What follows belongs to an exercise in optimizing a design on an open flow for small area, a short achievable clock period and few clock cycles per item; a production flow would make more cautious choices.
RTL that was checked went through simulation tests only; none was proved equivalent to the original.
No functional check of the RTL was part of run 2.

==> flow/design.v, too long to show whole: its modules and the start of the top module <==
// module hsv2rgb_fa: 10 lines
// module hsv_to_rgb_converter_core: 1823 lines
module hsv_to_rgb_converter_core (
    input  logic                    clk,
    input  logic                    rst_n,
    input  logic                    pixel_valid,
    output logic                    pixel_ready,
    input  hsv2rgb_pkg::hsv_pixel_t pixel,
    output logic                    color_valid,
    input  logic                    color_ready,
    output hsv2rgb_pkg::rgb_pixel_t color
);
  // ...
==> flow/run.sh <==
#!/bin/bash
# synth_recipe.tcl (not shown) runs the flow's synth.tcl, then flattens the netlist and writes it again
# the make line also repeats each setting of config.mk as NAME=value (left out here)
make -C /OpenROAD-flow-scripts/flow DESIGN_CONFIG=/design/flow/config.mk WORK_HOME=/design/flow/orfs CLKGATE_MAP_FILE= SYNTH_SCRIPT=/design/flow/synth_recipe.tcl finish
==> flow/config.mk <==
export PLATFORM = sky130hd
export DESIGN_NAME = hsv_to_rgb_converter_core
export DESIGN_NICKNAME = hsv_to_rgb_converter_core
export VERILOG_FILES = /design/flow/design.v
export SDC_FILE = /design/flow/constraint.sdc
export NUM_CORES = 4
export LEC_CHECK = 0
export CAP_MARGIN = 20
export CORE_MARGIN = 2
export CORE_UTILIZATION = 50
export GPL_ROUTABILITY_DRIVEN = 0
export SETUP_SLACK_MARGIN = 3.2
export SLEW_MARGIN = 20
export SYNTH_HIERARCHICAL = 1
export SYNTH_MINIMUM_KEEP_SIZE = 0
==> flow/constraint.sdc <==
create_clock -name core_clock -period 8.0 [get_ports {clk}]
set_input_delay 1.6000 -clock core_clock [delete_from_list [all_inputs] [get_ports {clk}]]
set_output_delay 1.6000 -clock core_clock [all_outputs]
set_load 0.01 [all_outputs]
==> impl_metrics.py, run 1 <==
metrics = {
    "detailed_routing": {
        "route.antenna.remaining_nets": 0,
        "routed_wl_um": 52800,
        "drt_iter0_markers": 898,
    },
    "clocking": {
        "clk_pin_slew_ns": 0.06,
        "ctsHoldBuffers": 0,
    },
    "global_routing": {
        "grt_pass1_wl_um": 85400,
        "grt_max_degree": 72,
        "antenna_found_initial": 0,
    },
    "timing": {
        "finalMaxSlewViolations": 0,
        "fin_ws_ns": 3.03,
        "rsz0062_at_grt": "true",
    },
    "critical_path": {
        "r2r_cells": 18,
        "cp_top_family": "adder cells",
        "crit_fanout": 3,
        "worst-path-stages": 18,
        "crit_slowest_cell": "fa_2",
        "r2r-end": "n3[32]$_DFFE_PP_",
    },
    "logic_synthesis": {
        "yosysUniqueCellTypes": 67,
        "async_flop_share_pct": 1.89,
        "syn_inst": 1902,
    },
    "placed_design": {
        "pre_cts_ws_ns": 2.46,
        "io_buffers": 68,
        "dpl-instance-area_um2": 21100,
    },
    "outcome": {
        "run_status": "timing/DRC/antenna clean",
    },
    "finish": {
        "stdcell_count": 2623,
    },
    "floorplanning": {
        "initial_core_util_pct": 50.5,
        "die_x_um": 204,
    },
}
Testbench counts, summed over its fixed seeds: cycles 16,024, items 16,000.
==> run 2: changes to the inputs <==
--- a/flow/design.v
+++ b/flow/design.v
@@ -60,17 +60,17 @@
             h1    <= pixel.hue;
         end
     end
     logic [24:0] m2;
     logic [12:0] v2;
     logic [5:0]  fone1, ftwo1, fneg1;
     logic [5:0]  fone2, ftwo2, fneg2;
     logic [2:0]  sec2;
-    logic [24:0] m_sa, m_sb;
+    logic [24:0] m_sum;
     logic [12:0] fx1;
     logic mpp_0_0;
     assign mpp_0_0 = ((sone1[0] & v1[0]) | 1'b0) ^ sneg1[0];
     logic mpp_0_1;
     assign mpp_0_1 = ((sone1[0] & v1[1]) | (stwo1[0] & v1[0])) ^ sneg1[0];
     logic mpp_0_2;
     assign mpp_0_2 = ((sone1[0] & v1[2]) | (stwo1[0] & v1[1])) ^ sneg1[0];
     logic mpp_0_3;
@@ -524,18 +524,374 @@
     logic mt_w161;
     hsv2rgb_fa u_mt_w160 (.a(~sneg1[4]), .b(mt_w115), .c(mt_w116), .s(mt_w160), .co(mt_w161));
     logic mt_w162;
     logic mt_w163;
     hsv2rgb_fa u_mt_w162 (.a(1'b1), .b(mt_w117), .c(mt_w118), .s(mt_w162), .co(mt_w163));
     logic mt_w164;
     logic mt_w165;
     hsv2rgb_fa u_mt_w164 (.a(~sneg1[5]), .b(mpp_6_12), .c(mt_w119), .s(mt_w164), .co(mt_w165));
-    assign m_sa = {mt_w163, mt_w161, mt_w159, mt_w157, mt_w155, mt_w153, mt_w151, mt_w149, mt_w147, mt_w145, mt_w143, mt_w141, mt_w139, mt_w137, mt_w135, mt_w133, mt_w131, mt_w129, mt_w127, mt_w125, mt_w123, mt_w121, sneg1[1], mpp_0_1, mpp_0_0};
-    assign m_sb = {mt_w164, mt_w162, mt_w160, mt_w158, mt_w156, mt_w154, mt_w152, mt_w150, mt_w148, mt_w146, mt_w144, mt_w142, mt_w140, mt_w138, mt_w136, mt_w134, mt_w132, mt_w130, mt_w128, mt_w126, mt_w124, mt_w122, mt_w120, 1'b0, sneg1[0]};
+    logic ma_g0, ma_p0;
+    assign ma_g0 = mpp_0_0 & sneg1[0];
+    assign ma_p0 = mpp_0_0 ^ sneg1[0];
+    logic ma_g1, ma_p1;
+    assign ma_g1 = mpp_0_1 & 1'b0;
+    assign ma_p1 = mpp_0_1 ^ 1'b0;
+    logic ma_g2, ma_p2;
+    assign ma_g2 = sneg1[1] & mt_w120;
+    assign ma_p2 = sneg1[1] ^ mt_w120;
+    logic ma_g3, ma_p3;
+    assign ma_g3 = mt_w121 & mt_w122;
+    assign ma_p3 = mt_w121 ^ mt_w122;
+    logic ma_g4, ma_p4;
+    assign ma_g4 = mt_w123 & mt_w124;
+    assign ma_p4 = mt_w123 ^ mt_w124;
+    logic ma_g5, ma_p5;
+    assign ma_g5 = mt_w125 & mt_w126;
+    assign ma_p5 = mt_w125 ^ mt_w126;
+    logic ma_g6, ma_p6;
+    assign ma_g6 = mt_w127 & mt_w128;
+    assign ma_p6 = mt_w127 ^ mt_w128;
+    logic ma_g7, ma_p7;
+    assign ma_g7 = mt_w129 & mt_w130;
+    assign ma_p7 = mt_w129 ^ mt_w130;
+    logic ma_g8, ma_p8;
+    assign ma_g8 = mt_w131 & mt_w132;
+    assign ma_p8 = mt_w131 ^ mt_w132;
+    logic ma_g9, ma_p9;
+    assign ma_g9 = mt_w133 & mt_w134;
+    assign ma_p9 = mt_w133 ^ mt_w134;
+    logic ma_g10, ma_p10;
+    assign ma_g10 = mt_w135 & mt_w136;
+    assign ma_p10 = mt_w135 ^ mt_w136;
+    logic ma_g11, ma_p11;
+    assign ma_g11 = mt_w137 & mt_w138;
+    assign ma_p11 = mt_w137 ^ mt_w138;
+    logic ma_g12, ma_p12;
+    assign ma_g12 = mt_w139 & mt_w140;
+    assign ma_p12 = mt_w139 ^ mt_w140;
+    logic ma_g13, ma_p13;
+    assign ma_g13 = mt_w141 & mt_w142;
+    assign ma_p13 = mt_w141 ^ mt_w142;
+    logic ma_g14, ma_p14;
+    assign ma_g14 = mt_w143 & mt_w144;
+    assign ma_p14 = mt_w143 ^ mt_w144;
+    logic ma_g15, ma_p15;
+    assign ma_g15 = mt_w145 & mt_w146;
+    assign ma_p15 = mt_w145 ^ mt_w146;
+    logic ma_g16, ma_p16;
+    assign ma_g16 = mt_w147 & mt_w148;
+    assign ma_p16 = mt_w147 ^ mt_w148;
+    logic ma_g17, ma_p17;
+    assign ma_g17 = mt_w149 & mt_w150;
+    assign ma_p17 = mt_w149 ^ mt_w150;
+    logic ma_g18, ma_p18;
+    assign ma_g18 = mt_w151 & mt_w152;
+    assign ma_p18 = mt_w151 ^ mt_w152;
+    logic ma_g19, ma_p19;
+    assign ma_g19 = mt_w153 & mt_w154;
+    assign ma_p19 = mt_w153 ^ mt_w154;
+    logic ma_g20, ma_p20;
+    assign ma_g20 = mt_w155 & mt_w156;
+    assign ma_p20 = mt_w155 ^ mt_w156;
+    logic ma_g21, ma_p21;
+    assign ma_g21 = mt_w157 & mt_w158;
+    assign ma_p21 = mt_w157 ^ mt_w158;
+    logic ma_g22, ma_p22;
+    assign ma_g22 = mt_w159 & mt_w160;
+    assign ma_p22 = mt_w159 ^ mt_w160;
+    logic ma_g23, ma_p23;
+    assign ma_g23 = mt_w161 & mt_w162;
+    assign ma_p23 = mt_w161 ^ mt_w162;
+    logic ma_g24, ma_p24;
+    assign ma_g24 = mt_w163 & mt_w164;
+    assign ma_p24 = mt_w163 ^ mt_w164;
+    logic ma_G1, ma_P1;
+    assign ma_G1 = ma_g1 | (ma_p1 & ma_g0);
+    assign ma_P1 = ma_p1 & ma_p0;
+    logic ma_G2, ma_P2;
+    assign ma_G2 = ma_g2 | (ma_p2 & ma_g1);
+    assign ma_P2 = ma_p2 & ma_p1;
+    logic ma_G3, ma_P3;
+    assign ma_G3 = ma_g3 | (ma_p3 & ma_g2);
+    assign ma_P3 = ma_p3 & ma_p2;
+    logic ma_G4, ma_P4;
+    assign ma_G4 = ma_g4 | (ma_p4 & ma_g3);
+    assign ma_P4 = ma_p4 & ma_p3;
+    logic ma_G5, ma_P5;
+    assign ma_G5 = ma_g5 | (ma_p5 & ma_g4);
+    assign ma_P5 = ma_p5 & ma_p4;
+    logic ma_G6, ma_P6;
+    assign ma_G6 = ma_g6 | (ma_p6 & ma_g5);
+    assign ma_P6 = ma_p6 & ma_p5;
+    logic ma_G7, ma_P7;
+    assign ma_G7 = ma_g7 | (ma_p7 & ma_g6);
+    assign ma_P7 = ma_p7 & ma_p6;
+    logic ma_G8, ma_P8;
+    assign ma_G8 = ma_g8 | (ma_p8 & ma_g7);
+    assign ma_P8 = ma_p8 & ma_p7;
+    logic ma_G9, ma_P9;
+    assign ma_G9 = ma_g9 | (ma_p9 & ma_g8);
+    assign ma_P9 = ma_p9 & ma_p8;
+    logic ma_G10, ma_P10;
+    assign ma_G10 = ma_g10 | (ma_p10 & ma_g9);
+    assign ma_P10 = ma_p10 & ma_p9;
+    logic ma_G11, ma_P11;
+    assign ma_G11 = ma_g11 | (ma_p11 & ma_g10);
+    assign ma_P11 = ma_p11 & ma_p10;
+    logic ma_G12, ma_P12;
+    assign ma_G12 = ma_g12 | (ma_p12 & ma_g11);
+    assign ma_P12 = ma_p12 & ma_p11;
+    logic ma_G13, ma_P13;
+    assign ma_G13 = ma_g13 | (ma_p13 & ma_g12);
+    assign ma_P13 = ma_p13 & ma_p12;
+    logic ma_G14, ma_P14;
+    assign ma_G14 = ma_g14 | (ma_p14 & ma_g13);
+    assign ma_P14 = ma_p14 & ma_p13;
+    logic ma_G15, ma_P15;
+    assign ma_G15 = ma_g15 | (ma_p15 & ma_g14);
+    assign ma_P15 = ma_p15 & ma_p14;
+    logic ma_G16, ma_P16;
+    assign ma_G16 = ma_g16 | (ma_p16 & ma_g15);
+    assign ma_P16 = ma_p16 & ma_p15;
+    logic ma_G17, ma_P17;
+    assign ma_G17 = ma_g17 | (ma_p17 & ma_g16);
+    assign ma_P17 = ma_p17 & ma_p16;
+    logic ma_G18, ma_P18;
+    assign ma_G18 = ma_g18 | (ma_p18 & ma_g17);
+    assign ma_P18 = ma_p18 & ma_p17;
+    logic ma_G19, ma_P19;
+    assign ma_G19 = ma_g19 | (ma_p19 & ma_g18);
+    assign ma_P19 = ma_p19 & ma_p18;
+    logic ma_G20, ma_P20;
+    assign ma_G20 = ma_g20 | (ma_p20 & ma_g19);
+    assign ma_P20 = ma_p20 & ma_p19;
+    logic ma_G21, ma_P21;
+    assign ma_G21 = ma_g21 | (ma_p21 & ma_g20);
+    assign ma_P21 = ma_p21 & ma_p20;
+    logic ma_G22, ma_P22;
+    assign ma_G22 = ma_g22 | (ma_p22 & ma_g21);
+    assign ma_P22 = ma_p22 & ma_p21;
+    logic ma_G23, ma_P23;
+    assign ma_G23 = ma_g23 | (ma_p23 & ma_g22);
+    assign ma_P23 = ma_p23 & ma_p22;
+    logic ma_G24, ma_P24;
+    assign ma_G24 = ma_g24 | (ma_p24 & ma_g23);
+    assign ma_P24 = ma_p24 & ma_p23;
+    logic ma_G25, ma_P25;
+    assign ma_G25 = ma_G2 | (ma_P2 & ma_g0);
+    assign ma_P25 = ma_P2 & ma_p0;
+    logic ma_G26, ma_P26;
+    assign ma_G26 = ma_G3 | (ma_P3 & ma_G1);
+    assign ma_P26 = ma_P3 & ma_P1;
+    logic ma_G27, ma_P27;
+    assign ma_G27 = ma_G4 | (ma_P4 & ma_G2);
+    assign ma_P27 = ma_P4 & ma_P2;
+    logic ma_G28, ma_P28;
+    assign ma_G28 = ma_G5 | (ma_P5 & ma_G3);
+    assign ma_P28 = ma_P5 & ma_P3;
+    logic ma_G29, ma_P29;
+    assign ma_G29 = ma_G6 | (ma_P6 & ma_G4);
+    assign ma_P29 = ma_P6 & ma_P4;
+    logic ma_G30, ma_P30;
+    assign ma_G30 = ma_G7 | (ma_P7 & ma_G5);
+    assign ma_P30 = ma_P7 & ma_P5;
+    logic ma_G31, ma_P31;
+    assign ma_G31 = ma_G8 | (ma_P8 & ma_G6);
+    assign ma_P31 = ma_P8 & ma_P6;
+    logic ma_G32, ma_P32;
+    assign ma_G32 = ma_G9 | (ma_P9 & ma_G7);
+    assign ma_P32 = ma_P9 & ma_P7;
+    logic ma_G33, ma_P33;
+    assign ma_G33 = ma_G10 | (ma_P10 & ma_G8);
+    assign ma_P33 = ma_P10 & ma_P8;
+    logic ma_G34, ma_P34;
+    assign ma_G34 = ma_G11 | (ma_P11 & ma_G9);
+    assign ma_P34 = ma_P11 & ma_P9;
+    logic ma_G35, ma_P35;
+    assign ma_G35 = ma_G12 | (ma_P12 & ma_G10);
+    assign ma_P35 = ma_P12 & ma_P10;
+    logic ma_G36, ma_P36;
+    assign ma_G36 = ma_G13 | (ma_P13 & ma_G11);
+    assign ma_P36 = ma_P13 & ma_P11;
+    logic ma_G37, ma_P37;
+    assign ma_G37 = ma_G14 | (ma_P14 & ma_G12);
+    assign ma_P37 = ma_P14 & ma_P12;
+    logic ma_G38, ma_P38;
+    assign ma_G38 = ma_G15 | (ma_P15 & ma_G13);
+    assign ma_P38 = ma_P15 & ma_P13;
+    logic ma_G39, ma_P39;
+    assign ma_G39 = ma_G16 | (ma_P16 & ma_G14);
+    assign ma_P39 = ma_P16 & ma_P14;
+    logic ma_G40, ma_P40;
+    assign ma_G40 = ma_G17 | (ma_P17 & ma_G15);
+    assign ma_P40 = ma_P17 & ma_P15;
+    logic ma_G41, ma_P41;
+    assign ma_G41 = ma_G18 | (ma_P18 & ma_G16);
+    assign ma_P41 = ma_P18 & ma_P16;
+    logic ma_G42, ma_P42;
+    assign ma_G42 = ma_G19 | (ma_P19 & ma_G17);
+    assign ma_P42 = ma_P19 & ma_P17;
+    logic ma_G43, ma_P43;
+    assign ma_G43 = ma_G20 | (ma_P20 & ma_G18);
+    assign ma_P43 = ma_P20 & ma_P18;
+    logic ma_G44, ma_P44;
+    assign ma_G44 = ma_G21 | (ma_P21 & ma_G19);
+    assign ma_P44 = ma_P21 & ma_P19;
+    logic ma_G45, ma_P45;
+    assign ma_G45 = ma_G22 | (ma_P22 & ma_G20);
+    assign ma_P45 = ma_P22 & ma_P20;
+    logic ma_G46, ma_P46;
+    assign ma_G46 = ma_G23 | (ma_P23 & ma_G21);
+    assign ma_P46 = ma_P23 & ma_P21;
+    logic ma_G47, ma_P47;
+    assign ma_G47 = ma_G24 | (ma_P24 & ma_G22);
+    assign ma_P47 = ma_P24 & ma_P22;
+    logic ma_G48, ma_P48;
+    assign ma_G48 = ma_G27 | (ma_P27 & ma_g0);
+    assign ma_P48 = ma_P27 & ma_p0;
+    logic ma_G49, ma_P49;
+    assign ma_G49 = ma_G28 | (ma_P28 & ma_G1);
+    assign ma_P49 = ma_P28 & ma_P1;
+    logic ma_G50, ma_P50;
+    assign ma_G50 = ma_G29 | (ma_P29 & ma_G25);
+    assign ma_P50 = ma_P29 & ma_P25;
+    logic ma_G51, ma_P51;
+    assign ma_G51 = ma_G30 | (ma_P30 & ma_G26);
+    assign ma_P51 = ma_P30 & ma_P26;
+    logic ma_G52, ma_P52;
+    assign ma_G52 = ma_G31 | (ma_P31 & ma_G27);
+    assign ma_P52 = ma_P31 & ma_P27;
+    logic ma_G53, ma_P53;
+    assign ma_G53 = ma_G32 | (ma_P32 & ma_G28);
+    assign ma_P53 = ma_P32 & ma_P28;
+    logic ma_G54, ma_P54;
+    assign ma_G54 = ma_G33 | (ma_P33 & ma_G29);
+    assign ma_P54 = ma_P33 & ma_P29;
+    logic ma_G55, ma_P55;
+    assign ma_G55 = ma_G34 | (ma_P34 & ma_G30);
+    assign ma_P55 = ma_P34 & ma_P30;
+    logic ma_G56, ma_P56;
+    assign ma_G56 = ma_G35 | (ma_P35 & ma_G31);
+    assign ma_P56 = ma_P35 & ma_P31;
+    logic ma_G57, ma_P57;
+    assign ma_G57 = ma_G36 | (ma_P36 & ma_G32);
+    assign ma_P57 = ma_P36 & ma_P32;
+    logic ma_G58, ma_P58;
+    assign ma_G58 = ma_G37 | (ma_P37 & ma_G33);
+    assign ma_P58 = ma_P37 & ma_P33;
+    logic ma_G59, ma_P59;
+    assign ma_G59 = ma_G38 | (ma_P38 & ma_G34);
+    assign ma_P59 = ma_P38 & ma_P34;
+    logic ma_G60, ma_P60;
+    assign ma_G60 = ma_G39 | (ma_P39 & ma_G35);
+    assign ma_P60 = ma_P39 & ma_P35;
+    logic ma_G61, ma_P61;
+    assign ma_G61 = ma_G40 | (ma_P40 & ma_G36);
+    assign ma_P61 = ma_P40 & ma_P36;
+    logic ma_G62, ma_P62;
+    assign ma_G62 = ma_G41 | (ma_P41 & ma_G37);
+    assign ma_P62 = ma_P41 & ma_P37;
+    logic ma_G63, ma_P63;
+    assign ma_G63 = ma_G42 | (ma_P42 & ma_G38);
+    assign ma_P63 = ma_P42 & ma_P38;
+    logic ma_G64, ma_P64;
+    assign ma_G64 = ma_G43 | (ma_P43 & ma_G39);
+    assign ma_P64 = ma_P43 & ma_P39;
+    logic ma_G65, ma_P65;
+    assign ma_G65 = ma_G44 | (ma_P44 & ma_G40);
+    assign ma_P65 = ma_P44 & ma_P40;
+    logic ma_G66, ma_P66;
+    assign ma_G66 = ma_G45 | (ma_P45 & ma_G41);
+    assign ma_P66 = ma_P45 & ma_P41;
+    logic ma_G67, ma_P67;
+    assign ma_G67 = ma_G46 | (ma_P46 & ma_G42);
+    assign ma_P67 = ma_P46 & ma_P42;
+    logic ma_G68, ma_P68;
+    assign ma_G68 = ma_G47 | (ma_P47 & ma_G43);
+    assign ma_P68 = ma_P47 & ma_P43;
+    logic ma_G69, ma_P69;
+    assign ma_G69 = ma_G52 | (ma_P52 & ma_g0);
+    assign ma_P69 = ma_P52 & ma_p0;
+    logic ma_G70, ma_P70;
+    assign ma_G70 = ma_G53 | (ma_P53 & ma_G1);
+    assign ma_P70 = ma_P53 & ma_P1;
+    logic ma_G71, ma_P71;
+    assign ma_G71 = ma_G54 | (ma_P54 & ma_G25);
+    assign ma_P71 = ma_P54 & ma_P25;
+    logic ma_G72, ma_P72;
+    assign ma_G72 = ma_G55 | (ma_P55 & ma_G26);
+    assign ma_P72 = ma_P55 & ma_P26;
+    logic ma_G73, ma_P73;
+    assign ma_G73 = ma_G56 | (ma_P56 & ma_G48);
+    assign ma_P73 = ma_P56 & ma_P48;
+    logic ma_G74, ma_P74;
+    assign ma_G74 = ma_G57 | (ma_P57 & ma_G49);
+    assign ma_P74 = ma_P57 & ma_P49;
+    logic ma_G75, ma_P75;
+    assign ma_G75 = ma_G58 | (ma_P58 & ma_G50);
+    assign ma_P75 = ma_P58 & ma_P50;
+    logic ma_G76, ma_P76;
+    assign ma_G76 = ma_G59 | (ma_P59 & ma_G51);
+    assign ma_P76 = ma_P59 & ma_P51;
+    logic ma_G77, ma_P77;
+    assign ma_G77 = ma_G60 | (ma_P60 & ma_G52);
+    assign ma_P77 = ma_P60 & ma_P52;
+    logic ma_G78, ma_P78;
+    assign ma_G78 = ma_G61 | (ma_P61 & ma_G53);
+    assign ma_P78 = ma_P61 & ma_P53;
+    logic ma_G79, ma_P79;
+    assign ma_G79 = ma_G62 | (ma_P62 & ma_G54);
+    assign ma_P79 = ma_P62 & ma_P54;
+    logic ma_G80, ma_P80;
+    assign ma_G80 = ma_G63 | (ma_P63 & ma_G55);
+    assign ma_P80 = ma_P63 & ma_P55;
+    logic ma_G81, ma_P81;
+    assign ma_G81 = ma_G64 | (ma_P64 & ma_G56);
+    assign ma_P81 = ma_P64 & ma_P56;
+    logic ma_G82, ma_P82;
+    assign ma_G82 = ma_G65 | (ma_P65 & ma_G57);
+    assign ma_P82 = ma_P65 & ma_P57;
+    logic ma_G83, ma_P83;
+    assign ma_G83 = ma_G66 | (ma_P66 & ma_G58);
+    assign ma_P83 = ma_P66 & ma_P58;
+    logic ma_G84, ma_P84;
+    assign ma_G84 = ma_G67 | (ma_P67 & ma_G59);
+    assign ma_P84 = ma_P67 & ma_P59;
+    logic ma_G85, ma_P85;
+    assign ma_G85 = ma_G68 | (ma_P68 & ma_G60);
+    assign ma_P85 = ma_P68 & ma_P60;
+    logic ma_G86, ma_P86;
+    assign ma_G86 = ma_G77 | (ma_P77 & ma_g0);
+    assign ma_P86 = ma_P77 & ma_p0;
+    logic ma_G87, ma_P87;
+    assign ma_G87 = ma_G78 | (ma_P78 & ma_G1);
+    assign ma_P87 = ma_P78 & ma_P1;
+    logic ma_G88, ma_P88;
+    assign ma_G88 = ma_G79 | (ma_P79 & ma_G25);
+    assign ma_P88 = ma_P79 & ma_P25;
+    logic ma_G89, ma_P89;
+    assign ma_G89 = ma_G80 | (ma_P80 & ma_G26);
+    assign ma_P89 = ma_P80 & ma_P26;
+    logic ma_G90, ma_P90;
+    assign ma_G90 = ma_G81 | (ma_P81 & ma_G48);
+    assign ma_P90 = ma_P81 & ma_P48;
+    logic ma_G91, ma_P91;
+    assign ma_G91 = ma_G82 | (ma_P82 & ma_G49);
+    assign ma_P91 = ma_P82 & ma_P49;
+    logic ma_G92, ma_P92;
+    assign ma_G92 = ma_G83 | (ma_P83 & ma_G50);
+    assign ma_P92 = ma_P83 & ma_P50;
+    logic ma_G93, ma_P93;
+    assign ma_G93 = ma_G84 | (ma_P84 & ma_G51);
+    assign ma_P93 = ma_P84 & ma_P51;
+    logic ma_G94, ma_P94;
+    assign ma_G94 = ma_G85 | (ma_P85 & ma_G69);
+    assign ma_P94 = ma_P85 & ma_P69;
+    assign m_sum = {(ma_p24 ^ ma_G93), (ma_p23 ^ ma_G92), (ma_p22 ^ ma_G91), (ma_p21 ^ ma_G90), (ma_p20 ^ ma_G89), (ma_p19 ^ ma_G88), (ma_p18 ^ ma_G87), (ma_p17 ^ ma_G86), (ma_p16 ^ ma_G76), (ma_p15 ^ ma_G75), (ma_p14 ^ ma_G74), (ma_p13 ^ ma_G73), (ma_p12 ^ ma_G72), (ma_p11 ^ ma_G71), (ma_p10 ^ ma_G70), (ma_p9 ^ ma_G69), (ma_p8 ^ ma_G51), (ma_p7 ^ ma_G50), (ma_p6 ^ ma_G49), (ma_p5 ^ ma_G48), (ma_p4 ^ ma_G26), (ma_p3 ^ ma_G25), (ma_p2 ^ ma_G1), (ma_p1 ^ ma_g0), ma_p0};
     logic [12:0] hc1, c1;
     logic [13:0] d1;
     logic [1:0]  j1;
     logic [9:0]  f1;
     logic [2:0]  sec1;
     always_comb begin
         hc1 = (h1 > 13'd5744) ? 13'd5744 : h1;
         if (hc1 < 13'd1920) begin
@@ -554,27 +910,27 @@
         for (int k = 0; k < 6; k++) begin
             fone1[k] = fx1[2*k+1] ^ fx1[2*k];
             ftwo1[k] = (fx1[2*k+2] & ~fx1[2*k+1] & ~fx1[2*k]) | (~fx1[2*k+2] & fx1[2*k+1] & fx1[2*k]);
             fneg1[k] = ~fx1[2*k+2] & (fx1[2*k+1] | fx1[2*k]);
         end
     end
     always_ff @(posedge clk) begin
         if (adv) begin
-            m2    <= m_sa + m_sb;
+            m2    <= m_sum;
             v2    <= v1;
             fone2 <= fone1;
             ftwo2 <= ftwo1;
             fneg2 <= fneg1;
             sec2  <= sec1;
         end
     end
     logic [7:0]  cv2;
     logic [32:0] cp_full;
-    logic [33:0] n_sa, n_sb;
+    logic [33:0] n_sum;
     logic [33:0] n3;
     logic [7:0]  cv3, cp3;
     logic [2:0]  sec3;
     logic bpp_0_0;
     assign bpp_0_0 = ((fone2[0] & m2[0]) | 1'b0) ^ fneg2[0];
     logic bpp_0_1;
     assign bpp_0_1 = ((fone2[0] & m2[1]) | (ftwo2[0] & m2[0])) ^ fneg2[0];
     logic bpp_0_2;
@@ -1352,18 +1708,542 @@
     logic nt_w293;
     hsv2rgb_fa u_nt_w292 (.a(nt_w168), .b(nt_w227), .c(nt_w228), .s(nt_w292), .co(nt_w293));
     logic nt_w294;
     logic nt_w295;
     hsv2rgb_fa u_nt_w294 (.a(~fneg2[3]), .b(nt_w229), .c(nt_w230), .s(nt_w294), .co(nt_w295));
     logic nt_w296;
     logic nt_w297;
     hsv2rgb_fa u_nt_w296 (.a(nt_w172), .b(nt_w231), .c(nt_w232), .s(nt_w296), .co(nt_w297));
-    assign n_sa = {nt_w295, nt_w293, nt_w291, nt_w289, nt_w287, nt_w285, nt_w283, nt_w281, nt_w279, nt_w277, nt_w275, nt_w273, nt_w271, nt_w269, nt_w267, nt_w265, nt_w263, nt_w261, nt_w259, nt_w257, nt_w255, nt_w253, nt_w251, nt_w249, nt_w247, nt_w245, nt_w243, nt_w241, nt_w239, nt_w237, nt_w235, fneg2[1], bpp_0_1, bpp_0_0};
-    assign n_sb = {nt_w296, nt_w294, nt_w292, nt_w290, nt_w288, nt_w286, nt_w284, nt_w282, nt_w280, nt_w278, nt_w276, nt_w274, nt_w272, nt_w270, nt_w268, nt_w266, nt_w264, nt_w262, nt_w260, nt_w258, nt_w256, nt_w254, nt_w252, nt_w250, nt_w248, nt_w246, nt_w244, nt_w242, nt_w240, nt_w238, nt_w236, nt_w234, 1'b0, fneg2[0]};
+    logic na_g0, na_p0;
+    assign na_g0 = bpp_0_0 & fneg2[0];
+    assign na_p0 = bpp_0_0 ^ fneg2[0];
+    logic na_g1, na_p1;
+    assign na_g1 = bpp_0_1 & 1'b0;
+    assign na_p1 = bpp_0_1 ^ 1'b0;
+    logic na_g2, na_p2;
+    assign na_g2 = fneg2[1] & nt_w234;
+    assign na_p2 = fneg2[1] ^ nt_w234;
+    logic na_g3, na_p3;
+    assign na_g3 = nt_w235 & nt_w236;
+    assign na_p3 = nt_w235 ^ nt_w236;
+    logic na_g4, na_p4;
+    assign na_g4 = nt_w237 & nt_w238;
+    assign na_p4 = nt_w237 ^ nt_w238;
+    logic na_g5, na_p5;
+    assign na_g5 = nt_w239 & nt_w240;
+    assign na_p5 = nt_w239 ^ nt_w240;
+    logic na_g6, na_p6;
+    assign na_g6 = nt_w241 & nt_w242;
+    assign na_p6 = nt_w241 ^ nt_w242;
+    logic na_g7, na_p7;
+    assign na_g7 = nt_w243 & nt_w244;
+    assign na_p7 = nt_w243 ^ nt_w244;
+    logic na_g8, na_p8;
+    assign na_g8 = nt_w245 & nt_w246;
+    assign na_p8 = nt_w245 ^ nt_w246;
+    logic na_g9, na_p9;
+    assign na_g9 = nt_w247 & nt_w248;
+    assign na_p9 = nt_w247 ^ nt_w248;
+    logic na_g10, na_p10;
+    assign na_g10 = nt_w249 & nt_w250;
+    assign na_p10 = nt_w249 ^ nt_w250;
+    logic na_g11, na_p11;
+    assign na_g11 = nt_w251 & nt_w252;
+    assign na_p11 = nt_w251 ^ nt_w252;
+    logic na_g12, na_p12;
+    assign na_g12 = nt_w253 & nt_w254;
+    assign na_p12 = nt_w253 ^ nt_w254;
+    logic na_g13, na_p13;
+    assign na_g13 = nt_w255 & nt_w256;
+    assign na_p13 = nt_w255 ^ nt_w256;
+    logic na_g14, na_p14;
+    assign na_g14 = nt_w257 & nt_w258;
+    assign na_p14 = nt_w257 ^ nt_w258;
+    logic na_g15, na_p15;
+    assign na_g15 = nt_w259 & nt_w260;
+    assign na_p15 = nt_w259 ^ nt_w260;
+    logic na_g16, na_p16;
+    assign na_g16 = nt_w261 & nt_w262;
+    assign na_p16 = nt_w261 ^ nt_w262;
+    logic na_g17, na_p17;
+    assign na_g17 = nt_w263 & nt_w264;
+    assign na_p17 = nt_w263 ^ nt_w264;
+    logic na_g18, na_p18;
+    assign na_g18 = nt_w265 & nt_w266;
+    assign na_p18 = nt_w265 ^ nt_w266;
+    logic na_g19, na_p19;
+    assign na_g19 = nt_w267 & nt_w268;
+    assign na_p19 = nt_w267 ^ nt_w268;
+    logic na_g20, na_p20;
+    assign na_g20 = nt_w269 & nt_w270;
+    assign na_p20 = nt_w269 ^ nt_w270;
+    logic na_g21, na_p21;
+    assign na_g21 = nt_w271 & nt_w272;
+    assign na_p21 = nt_w271 ^ nt_w272;
+    logic na_g22, na_p22;
+    assign na_g22 = nt_w273 & nt_w274;
+    assign na_p22 = nt_w273 ^ nt_w274;
+    logic na_g23, na_p23;
+    assign na_g23 = nt_w275 & nt_w276;
+    assign na_p23 = nt_w275 ^ nt_w276;
+    logic na_g24, na_p24;
+    assign na_g24 = nt_w277 & nt_w278;
+    assign na_p24 = nt_w277 ^ nt_w278;
+    logic na_g25, na_p25;
+    assign na_g25 = nt_w279 & nt_w280;
+    assign na_p25 = nt_w279 ^ nt_w280;
+    logic na_g26, na_p26;
+    assign na_g26 = nt_w281 & nt_w282;
+    assign na_p26 = nt_w281 ^ nt_w282;
+    logic na_g27, na_p27;
+    assign na_g27 = nt_w283 & nt_w284;
+    assign na_p27 = nt_w283 ^ nt_w284;
+    logic na_g28, na_p28;
+    assign na_g28 = nt_w285 & nt_w286;
+    assign na_p28 = nt_w285 ^ nt_w286;
+    logic na_g29, na_p29;
+    assign na_g29 = nt_w287 & nt_w288;
+    assign na_p29 = nt_w287 ^ nt_w288;
+    logic na_g30, na_p30;
+    assign na_g30 = nt_w289 & nt_w290;
+    assign na_p30 = nt_w289 ^ nt_w290;
+    logic na_g31, na_p31;
+    assign na_g31 = nt_w291 & nt_w292;
+    assign na_p31 = nt_w291 ^ nt_w292;
+    logic na_g32, na_p32;
+    assign na_g32 = nt_w293 & nt_w294;
+    assign na_p32 = nt_w293 ^ nt_w294;
+    logic na_g33, na_p33;
+    assign na_g33 = nt_w295 & nt_w296;
+    assign na_p33 = nt_w295 ^ nt_w296;
+    logic na_G1, na_P1;
+    assign na_G1 = na_g1 | (na_p1 & na_g0);
+    assign na_P1 = na_p1 & na_p0;
+    logic na_G2, na_P2;
+    assign na_G2 = na_g2 | (na_p2 & na_g1);
+    assign na_P2 = na_p2 & na_p1;
+    logic na_G3, na_P3;
+    assign na_G3 = na_g3 | (na_p3 & na_g2);
+    assign na_P3 = na_p3 & na_p2;
+    logic na_G4, na_P4;
+    assign na_G4 = na_g4 | (na_p4 & na_g3);
+    assign na_P4 = na_p4 & na_p3;
+    logic na_G5, na_P5;
+    assign na_G5 = na_g5 | (na_p5 & na_g4);
+    assign na_P5 = na_p5 & na_p4;
+    logic na_G6, na_P6;
+    assign na_G6 = na_g6 | (na_p6 & na_g5);
+    assign na_P6 = na_p6 & na_p5;
+    logic na_G7, na_P7;
+    assign na_G7 = na_g7 | (na_p7 & na_g6);
+    assign na_P7 = na_p7 & na_p6;
+    logic na_G8, na_P8;
+    assign na_G8 = na_g8 | (na_p8 & na_g7);
+    assign na_P8 = na_p8 & na_p7;
+    logic na_G9, na_P9;
+    assign na_G9 = na_g9 | (na_p9 & na_g8);
+    assign na_P9 = na_p9 & na_p8;
+    logic na_G10, na_P10;
+    assign na_G10 = na_g10 | (na_p10 & na_g9);
+    assign na_P10 = na_p10 & na_p9;
+    logic na_G11, na_P11;
+    assign na_G11 = na_g11 | (na_p11 & na_g10);
+    assign na_P11 = na_p11 & na_p10;
+    logic na_G12, na_P12;
+    assign na_G12 = na_g12 | (na_p12 & na_g11);
+    assign na_P12 = na_p12 & na_p11;
+    logic na_G13, na_P13;
+    assign na_G13 = na_g13 | (na_p13 & na_g12);
+    assign na_P13 = na_p13 & na_p12;
+    logic na_G14, na_P14;
+    assign na_G14 = na_g14 | (na_p14 & na_g13);
+    assign na_P14 = na_p14 & na_p13;
+    logic na_G15, na_P15;
+    assign na_G15 = na_g15 | (na_p15 & na_g14);
+    assign na_P15 = na_p15 & na_p14;
+    logic na_G16, na_P16;
+    assign na_G16 = na_g16 | (na_p16 & na_g15);
+    assign na_P16 = na_p16 & na_p15;
+    logic na_G17, na_P17;
+    assign na_G17 = na_g17 | (na_p17 & na_g16);
+    assign na_P17 = na_p17 & na_p16;
+    logic na_G18, na_P18;
+    assign na_G18 = na_g18 | (na_p18 & na_g17);
+    assign na_P18 = na_p18 & na_p17;
+    logic na_G19, na_P19;
+    assign na_G19 = na_g19 | (na_p19 & na_g18);
+    assign na_P19 = na_p19 & na_p18;
+    logic na_G20, na_P20;
+    assign na_G20 = na_g20 | (na_p20 & na_g19);
+    assign na_P20 = na_p20 & na_p19;
+    logic na_G21, na_P21;
+    assign na_G21 = na_g21 | (na_p21 & na_g20);
+    assign na_P21 = na_p21 & na_p20;
+    logic na_G22, na_P22;
+    assign na_G22 = na_g22 | (na_p22 & na_g21);
+    assign na_P22 = na_p22 & na_p21;
+    logic na_G23, na_P23;
+    assign na_G23 = na_g23 | (na_p23 & na_g22);
+    assign na_P23 = na_p23 & na_p22;
+    logic na_G24, na_P24;
+    assign na_G24 = na_g24 | (na_p24 & na_g23);
+    assign na_P24 = na_p24 & na_p23;
+    logic na_G25, na_P25;
+    assign na_G25 = na_g25 | (na_p25 & na_g24);
+    assign na_P25 = na_p25 & na_p24;
+    logic na_G26, na_P26;
+    assign na_G26 = na_g26 | (na_p26 & na_g25);
+    assign na_P26 = na_p26 & na_p25;
+    logic na_G27, na_P27;
+    assign na_G27 = na_g27 | (na_p27 & na_g26);
+    assign na_P27 = na_p27 & na_p26;
+    logic na_G28, na_P28;
+    assign na_G28 = na_g28 | (na_p28 & na_g27);
+    assign na_P28 = na_p28 & na_p27;
+    logic na_G29, na_P29;
+    assign na_G29 = na_g29 | (na_p29 & na_g28);
+    assign na_P29 = na_p29 & na_p28;
+    logic na_G30, na_P30;
+    assign na_G30 = na_g30 | (na_p30 & na_g29);
+    assign na_P30 = na_p30 & na_p29;
+    logic na_G31, na_P31;
+    assign na_G31 = na_g31 | (na_p31 & na_g30);
+    assign na_P31 = na_p31 & na_p30;
+    logic na_G32, na_P32;
+    assign na_G32 = na_g32 | (na_p32 & na_g31);
+    assign na_P32 = na_p32 & na_p31;
+    logic na_G33, na_P33;
+    assign na_G33 = na_g33 | (na_p33 & na_g32);
+    assign na_P33 = na_p33 & na_p32;
+    logic na_G34, na_P34;
+    assign na_G34 = na_G2 | (na_P2 & na_g0);
+    assign na_P34 = na_P2 & na_p0;
+    logic na_G35, na_P35;
+    assign na_G35 = na_G3 | (na_P3 & na_G1);
+    assign na_P35 = na_P3 & na_P1;
+    logic na_G36, na_P36;
+    assign na_G36 = na_G4 | (na_P4 & na_G2);
+    assign na_P36 = na_P4 & na_P2;
+    logic na_G37, na_P37;
+    assign na_G37 = na_G5 | (na_P5 & na_G3);
+    assign na_P37 = na_P5 & na_P3;
+    logic na_G38, na_P38;
+    assign na_G38 = na_G6 | (na_P6 & na_G4);
+    assign na_P38 = na_P6 & na_P4;
+    logic na_G39, na_P39;
+    assign na_G39 = na_G7 | (na_P7 & na_G5);
+    assign na_P39 = na_P7 & na_P5;
+    logic na_G40, na_P40;
+    assign na_G40 = na_G8 | (na_P8 & na_G6);
+    assign na_P40 = na_P8 & na_P6;
+    logic na_G41, na_P41;
+    assign na_G41 = na_G9 | (na_P9 & na_G7);
+    assign na_P41 = na_P9 & na_P7;
+    logic na_G42, na_P42;
+    assign na_G42 = na_G10 | (na_P10 & na_G8);
+    assign na_P42 = na_P10 & na_P8;
+    logic na_G43, na_P43;
+    assign na_G43 = na_G11 | (na_P11 & na_G9);
+    assign na_P43 = na_P11 & na_P9;
+    logic na_G44, na_P44;
+    assign na_G44 = na_G12 | (na_P12 & na_G10);
+    assign na_P44 = na_P12 & na_P10;
+    logic na_G45, na_P45;
+    assign na_G45 = na_G13 | (na_P13 & na_G11);
+    assign na_P45 = na_P13 & na_P11;
+    logic na_G46, na_P46;
+    assign na_G46 = na_G14 | (na_P14 & na_G12);
+    assign na_P46 = na_P14 & na_P12;
+    logic na_G47, na_P47;
+    assign na_G47 = na_G15 | (na_P15 & na_G13);
+    assign na_P47 = na_P15 & na_P13;
+    logic na_G48, na_P48;
+    assign na_G48 = na_G16 | (na_P16 & na_G14);
+    assign na_P48 = na_P16 & na_P14;
+    logic na_G49, na_P49;
+    assign na_G49 = na_G17 | (na_P17 & na_G15);
+    assign na_P49 = na_P17 & na_P15;
+    logic na_G50, na_P50;
+    assign na_G50 = na_G18 | (na_P18 & na_G16);
+    assign na_P50 = na_P18 & na_P16;
+    logic na_G51, na_P51;
+    assign na_G51 = na_G19 | (na_P19 & na_G17);
+    assign na_P51 = na_P19 & na_P17;
+    logic na_G52, na_P52;
+    assign na_G52 = na_G20 | (na_P20 & na_G18);
+    assign na_P52 = na_P20 & na_P18;
+    logic na_G53, na_P53;
+    assign na_G53 = na_G21 | (na_P21 & na_G19);
+    assign na_P53 = na_P21 & na_P19;
+    logic na_G54, na_P54;
+    assign na_G54 = na_G22 | (na_P22 & na_G20);
+    assign na_P54 = na_P22 & na_P20;
+    logic na_G55, na_P55;
+    assign na_G55 = na_G23 | (na_P23 & na_G21);
+    assign na_P55 = na_P23 & na_P21;
+    logic na_G56, na_P56;
+    assign na_G56 = na_G24 | (na_P24 & na_G22);
+    assign na_P56 = na_P24 & na_P22;
+    logic na_G57, na_P57;
+    assign na_G57 = na_G25 | (na_P25 & na_G23);
+    assign na_P57 = na_P25 & na_P23;
+    logic na_G58, na_P58;
+    assign na_G58 = na_G26 | (na_P26 & na_G24);
+    assign na_P58 = na_P26 & na_P24;
+    logic na_G59, na_P59;
+    assign na_G59 = na_G27 | (na_P27 & na_G25);
+    assign na_P59 = na_P27 & na_P25;
+    logic na_G60, na_P60;
+    assign na_G60 = na_G28 | (na_P28 & na_G26);
+    assign na_P60 = na_P28 & na_P26;
+    logic na_G61, na_P61;
+    assign na_G61 = na_G29 | (na_P29 & na_G27);
+    assign na_P61 = na_P29 & na_P27;
+    logic na_G62, na_P62;
+    assign na_G62 = na_G30 | (na_P30 & na_G28);
+    assign na_P62 = na_P30 & na_P28;
+    logic na_G63, na_P63;
+    assign na_G63 = na_G31 | (na_P31 & na_G29);
+    assign na_P63 = na_P31 & na_P29;
+    logic na_G64, na_P64;
+    assign na_G64 = na_G32 | (na_P32 & na_G30);
+    assign na_P64 = na_P32 & na_P30;
+    logic na_G65, na_P65;
+    assign na_G65 = na_G33 | (na_P33 & na_G31);
+    assign na_P65 = na_P33 & na_P31;
+    logic na_G66, na_P66;
+    assign na_G66 = na_G36 | (na_P36 & na_g0);
+    assign na_P66 = na_P36 & na_p0;
+    logic na_G67, na_P67;
+    assign na_G67 = na_G37 | (na_P37 & na_G1);
+    assign na_P67 = na_P37 & na_P1;
+    logic na_G68, na_P68;
+    assign na_G68 = na_G38 | (na_P38 & na_G34);
+    assign na_P68 = na_P38 & na_P34;
+    logic na_G69, na_P69;
+    assign na_G69 = na_G39 | (na_P39 & na_G35);
+    assign na_P69 = na_P39 & na_P35;
+    logic na_G70, na_P70;
+    assign na_G70 = na_G40 | (na_P40 & na_G36);
+    assign na_P70 = na_P40 & na_P36;
+    logic na_G71, na_P71;
+    assign na_G71 = na_G41 | (na_P41 & na_G37);
+    assign na_P71 = na_P41 & na_P37;
+    logic na_G72, na_P72;
+    assign na_G72 = na_G42 | (na_P42 & na_G38);
+    assign na_P72 = na_P42 & na_P38;
+    logic na_G73, na_P73;
+    assign na_G73 = na_G43 | (na_P43 & na_G39);
+    assign na_P73 = na_P43 & na_P39;
+    logic na_G74, na_P74;
+    assign na_G74 = na_G44 | (na_P44 & na_G40);
+    assign na_P74 = na_P44 & na_P40;
+    logic na_G75, na_P75;
+    assign na_G75 = na_G45 | (na_P45 & na_G41);
+    assign na_P75 = na_P45 & na_P41;
+    logic na_G76, na_P76;
+    assign na_G76 = na_G46 | (na_P46 & na_G42);
+    assign na_P76 = na_P46 & na_P42;
+    logic na_G77, na_P77;
+    assign na_G77 = na_G47 | (na_P47 & na_G43);
+    assign na_P77 = na_P47 & na_P43;
+    logic na_G78, na_P78;
+    assign na_G78 = na_G48 | (na_P48 & na_G44);
+    assign na_P78 = na_P48 & na_P44;
+    logic na_G79, na_P79;
+    assign na_G79 = na_G49 | (na_P49 & na_G45);
+    assign na_P79 = na_P49 & na_P45;
+    logic na_G80, na_P80;
+    assign na_G80 = na_G50 | (na_P50 & na_G46);
+    assign na_P80 = na_P50 & na_P46;
+    logic na_G81, na_P81;
+    assign na_G81 = na_G51 | (na_P51 & na_G47);
+    assign na_P81 = na_P51 & na_P47;
+    logic na_G82, na_P82;
+    assign na_G82 = na_G52 | (na_P52 & na_G48);
+    assign na_P82 = na_P52 & na_P48;
+    logic na_G83, na_P83;
+    assign na_G83 = na_G53 | (na_P53 & na_G49);
+    assign na_P83 = na_P53 & na_P49;
+    logic na_G84, na_P84;
+    assign na_G84 = na_G54 | (na_P54 & na_G50);
+    assign na_P84 = na_P54 & na_P50;
+    logic na_G85, na_P85;
+    assign na_G85 = na_G55 | (na_P55 & na_G51);
+    assign na_P85 = na_P55 & na_P51;
+    logic na_G86, na_P86;
+    assign na_G86 = na_G56 | (na_P56 & na_G52);
+    assign na_P86 = na_P56 & na_P52;
+    logic na_G87, na_P87;
+    assign na_G87 = na_G57 | (na_P57 & na_G53);
+    assign na_P87 = na_P57 & na_P53;
+    logic na_G88, na_P88;
+    assign na_G88 = na_G58 | (na_P58 & na_G54);
+    assign na_P88 = na_P58 & na_P54;
+    logic na_G89, na_P89;
+    assign na_G89 = na_G59 | (na_P59 & na_G55);
+    assign na_P89 = na_P59 & na_P55;
+    logic na_G90, na_P90;
+    assign na_G90 = na_G60 | (na_P60 & na_G56);
+    assign na_P90 = na_P60 & na_P56;
+    logic na_G91, na_P91;
+    assign na_G91 = na_G61 | (na_P61 & na_G57);
+    assign na_P91 = na_P61 & na_P57;
+    logic na_G92, na_P92;
+    assign na_G92 = na_G62 | (na_P62 & na_G58);
+    assign na_P92 = na_P62 & na_P58;
+    logic na_G93, na_P93;
+    assign na_G93 = na_G63 | (na_P63 & na_G59);
+    assign na_P93 = na_P63 & na_P59;
+    logic na_G94, na_P94;
+    assign na_G94 = na_G64 | (na_P64 & na_G60);
+    assign na_P94 = na_P64 & na_P60;
+    logic na_G95, na_P95;
+    assign na_G95 = na_G65 | (na_P65 & na_G61);
+    assign na_P95 = na_P65 & na_P61;
+    logic na_G96, na_P96;
+    assign na_G96 = na_G70 | (na_P70 & na_g0);
+    assign na_P96 = na_P70 & na_p0;
+    logic na_G97, na_P97;
+    assign na_G97 = na_G71 | (na_P71 & na_G1);
+    assign na_P97 = na_P71 & na_P1;
+    logic na_G98, na_P98;
+    assign na_G98 = na_G72 | (na_P72 & na_G34);
+    assign na_P98 = na_P72 & na_P34;
+    logic na_G99, na_P99;
+    assign na_G99 = na_G73 | (na_P73 & na_G35);
+    assign na_P99 = na_P73 & na_P35;
+    logic na_G100, na_P100;
+    assign na_G100 = na_G74 | (na_P74 & na_G66);
+    assign na_P100 = na_P74 & na_P66;
+    logic na_G101, na_P101;
+    assign na_G101 = na_G75 | (na_P75 & na_G67);
+    assign na_P101 = na_P75 & na_P67;
+    logic na_G102, na_P102;
+    assign na_G102 = na_G76 | (na_P76 & na_G68);
+    assign na_P102 = na_P76 & na_P68;
+    logic na_G103, na_P103;
+    assign na_G103 = na_G77 | (na_P77 & na_G69);
+    assign na_P103 = na_P77 & na_P69;
+    logic na_G104, na_P104;
+    assign na_G104 = na_G78 | (na_P78 & na_G70);
+    assign na_P104 = na_P78 & na_P70;
+    logic na_G105, na_P105;
+    assign na_G105 = na_G79 | (na_P79 & na_G71);
+    assign na_P105 = na_P79 & na_P71;
+    logic na_G106, na_P106;
+    assign na_G106 = na_G80 | (na_P80 & na_G72);
+    assign na_P106 = na_P80 & na_P72;
+    logic na_G107, na_P107;
+    assign na_G107 = na_G81 | (na_P81 & na_G73);
+    assign na_P107 = na_P81 & na_P73;
+    logic na_G108, na_P108;
+    assign na_G108 = na_G82 | (na_P82 & na_G74);
+    assign na_P108 = na_P82 & na_P74;
+    logic na_G109, na_P109;
+    assign na_G109 = na_G83 | (na_P83 & na_G75);
+    assign na_P109 = na_P83 & na_P75;
+    logic na_G110, na_P110;
+    assign na_G110 = na_G84 | (na_P84 & na_G76);
+    assign na_P110 = na_P84 & na_P76;
+    logic na_G111, na_P111;
+    assign na_G111 = na_G85 | (na_P85 & na_G77);
+    assign na_P111 = na_P85 & na_P77;
+    logic na_G112, na_P112;
+    assign na_G112 = na_G86 | (na_P86 & na_G78);
+    assign na_P112 = na_P86 & na_P78;
+    logic na_G113, na_P113;
+    assign na_G113 = na_G87 | (na_P87 & na_G79);
+    assign na_P113 = na_P87 & na_P79;
+    logic na_G114, na_P114;
+    assign na_G114 = na_G88 | (na_P88 & na_G80);
+    assign na_P114 = na_P88 & na_P80;
+    logic na_G115, na_P115;
+    assign na_G115 = na_G89 | (na_P89 & na_G81);
+    assign na_P115 = na_P89 & na_P81;
+    logic na_G116, na_P116;
+    assign na_G116 = na_G90 | (na_P90 & na_G82);
+    assign na_P116 = na_P90 & na_P82;
+    logic na_G117, na_P117;
+    assign na_G117 = na_G91 | (na_P91 & na_G83);
+    assign na_P117 = na_P91 & na_P83;
+    logic na_G118, na_P118;
+    assign na_G118 = na_G92 | (na_P92 & na_G84);
+    assign na_P118 = na_P92 & na_P84;
+    logic na_G119, na_P119;
+    assign na_G119 = na_G93 | (na_P93 & na_G85);
+    assign na_P119 = na_P93 & na_P85;
+    logic na_G120, na_P120;
+    assign na_G120 = na_G94 | (na_P94 & na_G86);
+    assign na_P120 = na_P94 & na_P86;
+    logic na_G121, na_P121;
+    assign na_G121 = na_G95 | (na_P95 & na_G87);
+    assign na_P121 = na_P95 & na_P87;
+    logic na_G122, na_P122;
+    assign na_G122 = na_G104 | (na_P104 & na_g0);
+    assign na_P122 = na_P104 & na_p0;
+    logic na_G123, na_P123;
+    assign na_G123 = na_G105 | (na_P105 & na_G1);
+    assign na_P123 = na_P105 & na_P1;
+    logic na_G124, na_P124;
+    assign na_G124 = na_G106 | (na_P106 & na_G34);
+    assign na_P124 = na_P106 & na_P34;
+    logic na_G125, na_P125;
+    assign na_G125 = na_G107 | (na_P107 & na_G35);
+    assign na_P125 = na_P107 & na_P35;
+    logic na_G126, na_P126;
+    assign na_G126 = na_G108 | (na_P108 & na_G66);
+    assign na_P126 = na_P108 & na_P66;
+    logic na_G127, na_P127;
+    assign na_G127 = na_G109 | (na_P109 & na_G67);
+    assign na_P127 = na_P109 & na_P67;
+    logic na_G128, na_P128;
+    assign na_G128 = na_G110 | (na_P110 & na_G68);
+    assign na_P128 = na_P110 & na_P68;
+    logic na_G129, na_P129;
+    assign na_G129 = na_G111 | (na_P111 & na_G69);
+    assign na_P129 = na_P111 & na_P69;
+    logic na_G130, na_P130;
+    assign na_G130 = na_G112 | (na_P112 & na_G96);
+    assign na_P130 = na_P112 & na_P96;
+    logic na_G131, na_P131;
+    assign na_G131 = na_G113 | (na_P113 & na_G97);
+    assign na_P131 = na_P113 & na_P97;
+    logic na_G132, na_P132;
+    assign na_G132 = na_G114 | (na_P114 & na_G98);
+    assign na_P132 = na_P114 & na_P98;
+    logic na_G133, na_P133;
+    assign na_G133 = na_G115 | (na_P115 & na_G99);
+    assign na_P133 = na_P115 & na_P99;
+    logic na_G134, na_P134;
+    assign na_G134 = na_G116 | (na_P116 & na_G100);
+    assign na_P134 = na_P116 & na_P100;
+    logic na_G135, na_P135;
+    assign na_G135 = na_G117 | (na_P117 & na_G101);
+    assign na_P135 = na_P117 & na_P101;
+    logic na_G136, na_P136;
+    assign na_G136 = na_G118 | (na_P118 & na_G102);
+    assign na_P136 = na_P118 & na_P102;
+    logic na_G137, na_P137;
+    assign na_G137 = na_G119 | (na_P119 & na_G103);
+    assign na_P137 = na_P119 & na_P103;
+    logic na_G138, na_P138;
+    assign na_G138 = na_G120 | (na_P120 & na_G104);
+    assign na_P138 = na_P120 & na_P104;
+    logic na_G139, na_P139;
+    assign na_G139 = na_G121 | (na_P121 & na_G105);
+    assign na_P139 = na_P121 & na_P105;
+    logic na_G140, na_P140;
+    assign na_G140 = na_G138 | (na_P138 & na_g0);
+    assign na_P140 = na_P138 & na_p0;
+    logic na_G141, na_P141;
+    assign na_G141 = na_G139 | (na_P139 & na_G1);
+    assign na_P141 = na_P139 & na_P1;
+    assign n_sum = {(na_p33 ^ na_G140), (na_p32 ^ na_G137), (na_p31 ^ na_G136), (na_p30 ^ na_G135), (na_p29 ^ na_G134), (na_p28 ^ na_G133), (na_p27 ^ na_G132), (na_p26 ^ na_G131), (na_p25 ^ na_G130), (na_p24 ^ na_G129), (na_p23 ^ na_G128), (na_p22 ^ na_G127), (na_p21 ^ na_G126), (na_p20 ^ na_G125), (na_p19 ^ na_G124), (na_p18 ^ na_G123), (na_p17 ^ na_G122), (na_p16 ^ na_G103), (na_p15 ^ na_G102), (na_p14 ^ na_G101), (na_p13 ^ na_G100), (na_p12 ^ na_G99), (na_p11 ^ na_G98), (na_p10 ^ na_G97), (na_p9 ^ na_G96), (na_p8 ^ na_G69), (na_p7 ^ na_G68), (na_p6 ^ na_G67), (na_p5 ^ na_G66), (na_p4 ^ na_G35), (na_p3 ^ na_G34), (na_p2 ^ na_G1), (na_p1 ^ na_g0), na_p0};
     logic pt_w0;
     assign pt_w0 = ~(v2[0] ^ m2[4]);
     logic pt_w1;
     assign pt_w1 = v2[0] | m2[4];
     logic pt_w2;
     assign pt_w2 = ~(v2[1] ^ m2[5]);
     logic pt_w3;
     assign pt_w3 = v2[1] | m2[5];
@@ -1791,17 +2671,17 @@
     assign pa_G58 = pa_g32 | (pa_p32 & pa_G31);
     assign pa_P58 = pa_p32 & pa_P31;
     assign cp_full = {(pa_p32 ^ pa_G31), (pa_p31 ^ pa_G57), (pa_p30 ^ pa_G42), (pa_p29 ^ pa_G56), (pa_p28 ^ pa_G35), (pa_p27 ^ pa_G55), (pa_p26 ^ pa_G41), (pa_p25 ^ pa_G54), (pa_p24 ^ pa_G32), (pa_p23 ^ pa_G53), (pa_p22 ^ pa_G40), (pa_p21 ^ pa_G52), (pa_p20 ^ pa_G34), (pa_p19 ^ pa_G51), (pa_p18 ^ pa_G39), (pa_p17 ^ pa_G50), (pa_p16 ^ pa_G29), (pa_p15 ^ pa_G49), (pa_p14 ^ pa_G38), (pa_p13 ^ pa_G48), (pa_p12 ^ pa_G33), (pa_p11 ^ pa_G47), (pa_p10 ^ pa_G37), (pa_p9 ^ pa_G46), (pa_p8 ^ pa_G25), (pa_p7 ^ pa_G45), (pa_p6 ^ pa_G36), (pa_p5 ^ pa_G44), (pa_p4 ^ pa_G17), (pa_p3 ^ pa_G43), (pa_p2 ^ pa_G1), (pa_p1 ^ pa_g0), pa_p0};
     always_comb begin
         cv2 = 8'(v2[12:4] - 9'(v2 > {1'b0, v2[3:0], 8'd0}));
     end
     always_ff @(posedge clk) begin
         if (adv) begin
-            n3   <= n_sa + n_sb;
+            n3   <= n_sum;
             cv3  <= cv2;
             cp3  <= cp_full[31:24];
             sec3 <= sec2;
         end
     end
     logic [25:0] lo_a, lo_b;
     logic [26:0] lo_sum;
     logic        c30;
==> flow/config.mk (replaced) <==
export PLATFORM = sky130hd
export DESIGN_NAME = hsv_to_rgb_converter_core
export DESIGN_NICKNAME = hsv_to_rgb_converter_core
export VERILOG_FILES = /design/flow/design.v
export SDC_FILE = /design/flow/constraint.sdc
export NUM_CORES = 4
export LEC_CHECK = 0
export ABC_CLOCK_PERIOD_IN_PS = 4000
export CAP_MARGIN = 20
export CORE_MARGIN = 2
export CORE_UTILIZATION = 40
export SETUP_SLACK_MARGIN = 3.2
export SLEW_MARGIN = 20
export SYNTH_HIERARCHICAL = 1
export SYNTH_MINIMUM_KEEP_SIZE = 0
==> impl_metrics.py, run 2 <==
metrics = {
    "logic_synthesis": {
        "yosysUniqueCellTypes": 75,
        "synth_most_common_cell": "xnor2_1",
        "syn_area_per_cell_um2": 10.3,
        "synth-main-ff-cell": "edfxtp_1",
        "async_flop_share_pct": 1.89,
        "synth_area_leaders": "edfxtp_1 23%, fa_1 22%, xnor2_1 12%, ha_1 11%, a22oi_1 7.1%",
        "seq_area_frac_synth_pct": 23.3,
        "ys_top_cells_by_count": "269 x xnor2_1, 221 x fa_1, 193 x a22oi_1",
        "yosys_register_bits": 159,
        "syn_inst": 1983,
        "syn_area_um2": 20500,
        "synth_area_leader_cell": "edfxtp_1",
        "synth_edf_count": 156,
        "yosys_warnings": 7,
        "synth_top_area_share_pct": 22.9,
    },
    "timing": {
        "finalHoldViolCount": 0,
        "setup_viol": 0,
        "slew_headroom_pct": 28.7,
        "fin_setup_tns_ns": 0,
        "worst_pin_slew_ns": 1.07,
        "fin_crit_sh_pct": 61.4,
        "fin_worst_skew_ns": 0.0134,
        "rsz0062_at_grt": "true",
        "period_minus_slack_ns": 4.91,
        "fmaxAchievable_mhz": 204,
        "finalMaxSlewViolations": 0,
        "hold_slack_ns": 0.425,
    },
    "clocking": {
        "ctsHoldBuffers": 0,
        "cts_root_buf": "clkbuf_16",
        "h-tree-depth": 4,
        "tritoncts": "built",
        "cts_buffer_depth": 2,
        "clk_pin_slew_ns": 0.06,
        "clkLatencyLatePin_ns": 0.49,
        "clock-sinks": 159,
        "numCtsBuffers": 17,
    },
    "global_routing": {
        "grt_max_degree": 72,
        "overflow": 0,
        "grt_pass1_vias": 16435,
        "grt_pass1_wl_um": 87900,
        "gr-usage-all-layers_pct": 21.0,
        "antenna_found_initial": 0,
    },
    "floorplanning": {
        "fp-row-count": 82,
        "die_h_um": 230,
        "die-area_um2": 53000,
        "die_x_um": 230,
        "core-area_um2": 50400,
        "ios": 69,
        "initial_core_util_pct": 40.6,
    },
    "detailed_routing": {
        "wl_per_cell_um": 19.5,
        "route.antenna.remaining_nets": 0,
        "vias": 16195,
        "route.detailed.drc": 0,
        "routed_wl_um": 55900,
        "dr.pass1.iters": 7,
        "drt_iter0_markers": 1166,
        "vias_per_cell": 5.65,
    },
    "finish": {
        "num_antenna_cells": 0,
        "largest_reg_flops": 34,
        "area_delta_synth_final_pct": 22.8,
        "layout_commonest_cell": "xnor2_1",
        "reg.largest.list": "n3 (34), m2 (25)",
        "layout_common_cells": "253 x xnor2_1, 203 x buf_4, 196 x fa_1",
        "nFillCells": 4423,
        "top_register": "n3",
        "final_nets": 2623,
        "drive_gt1_share_pct": 21.9,
        "stdcell_count": 2868,
    },
    "critical_path": {
        "cp-startpoint": "ftwo2[1]$_DFFE_PP_",
        "r2r-end": "n3[32]$_DFFE_PP_",
        "regToRegSetupSlack_ns": 3.09,
        "worst-path-stages": 16,
        "crit_fanout": 7,
        "worst-setup-path-type": "flop to flop",
        "path_cells": "buf_12 -> buf_12 -> a22oi_2 -> xnor2_2 -> fa_2 -> fa_2 -> fa_2 -> fa_1 -> ha_4 -> a41oi_2 -> o21ai_2 -> a21oi_2 -> o21ai_4 -> or3b_1 -> mux2i_1 -> a311oi_1",
        "crit_slowest_cell": "fa_2",
        "crit_buf_inv": 2,
        "cp_slowest_stage_delay_ns": 0.58,
        "critPathCapture": "n3[32]$_DFFE_PP_",
        "required_ns": 8.22,
        "cpMostUsedCell": "fa_2",
        "cp_top_family": "adder cells",
        "cp-end-kind": "flop",
        "crit_arrival_ns": 5.13,
        "r2r_cells": 16,
        "rr_startpoint": "ftwo2[1]$_DFFE_PP_",
        "start_kind": "flop",
    },
    "placed_design": {
        "hpwl_um": 37600,
        "dpl.cell_count": 2609,
        "globalplace.congestion": 0.854,
        "io_buffers": 68,
    },
    "hold_path": {
        "hp-start": "sec2[2]$_SDFFCE_PP0P_",
        "min_path_type": "flop to flop",
    },
    "outcome": {
        "run_status": "timing/DRC/antenna clean",
    },
    "flow_run": {
        "maxCapViolCount": 0,
    },
}
## run 2: worst min-delay path by stage
stage	end	cells past startpoint	slack, ns
floorplan	sec3[0]$_DFFE_PP_	0	0.40
global placement	sec3[2]$_DFFE_PP_	0	0.42
detailed placement	sec3[2]$_DFFE_PP_	0	0.41
CTS	sec3[2]$_DFFE_PP_	0	0.43
global route	sec3[2]$_DFFE_PP_	0	0.46
finish	sec3[2]$_DFFE_PP_	0	0.42
## run 2: logic make-up (layout without fill, tap and decap cells)
logic type                 after synthesis  in the layout  synth area share [%]
buffers and inverters                  260            462                  4.78
muxes                                   30             30                  1.52
AOI/OAI and AO/OA                      501            501                  17.1
xor gates and xnor gates               293            293                  12.5
other                                    2             11                0.0367
adders and majority gates              397            397                  32.4
and+or+nand+nor                        341            343                  8.38
DFF                                    159            159                  23.3
## run 2: timing repair
item                                    in CTS  in global routing
setup buffers                              147                 78
gates resized for setup                    151                149
endpoints found under the setup margin      52                 54
gates cloned                                 2                  0
pin swaps                                   50                 86
## run 2: worst register-to-register path, delay by kind of cell, from the launching register on
family	cells	cell delay, ns
xor+xnor	1	0.12
simple gates	1	0.35
flops	1	0.44
buf+inv	2	0.30
mux	1	0.16
fa+ha+maj	5	2.31
compound gates	6	0.95
## run 2: modules after synthesis, one instance, submodules excluded
module                     cells  area (um2)
hsv_to_rgb_converter_core   1768       16200
hsv2rgb_fa                     1        20.0
## run 2: layout make-up
type                            instances  area, um2  area share, %
Clock buffer                           20        437           1.74
Sequential cell                       159       4760           18.9
Inverter                              125        469           1.87
Clock inverter                         12        111          0.443
Timing Repair Buffer                  305       2630           10.5
Multi-Input combinational cell       1575      15900           63.2
Tap cell                              672        841           3.35
## run 2: routing by layer
metal / global-route usage, % / routed length [um] / part of all wire [%]
met4: 8.45 / 2130 / 3.8
met5: 0 / 0 / 0
met2: 36.1 / 27400 / 49
met1: 25.9 / 23300 / 42
met3: 4.14 / 3000 / 5.4
## run 2: per-stage QoR
stage          util, %  area, um2  worst slack, ns
6_report          49.9      25100             3.09
5_1_grt           49.9      25100             2.88
4_1_cts           47.4      23900             3.04
3_5_place_dp      42.9      21600             2.49
3_3_place_gp      42.9      21600             2.57
2_1_floorplan        -      20600             3.18

afterwards: timing with drivers on the ports:
How much do the figures lean on ideal ports? The routed layouts below were timed once more, with nothing changed but the port constraints.
Step 1: set_driving_cell puts a clkbuf_16 on clk and a buf_2 on each other input, an assumption about the parent block.
Step 2, shift: input delay + t, output delay - t, t = (earliest + latest rising clock arrival at the registers) / 2. This alone moves slack from input paths to output paths.
a / b / c = ideal / step 1 / step 2; a / b = the first two.
run | t, ns | setup WS [ns] | hold slack, ns | worst setup path after step 2 | worst register clock-pin slew, ns
run 1 | 0.516 | 3.028 / 3.028 / 3.028 | 0.429 / 0.429 / 0.429 | register to register | 0.07 / 0.07
run 2 | 0.542 | 3.092 / 3.069 / 3.092 | 0.425 / 0.425 / 0.425 | register to register | 0.07 / 0.07
After both steps every run listed still meets setup and hold.
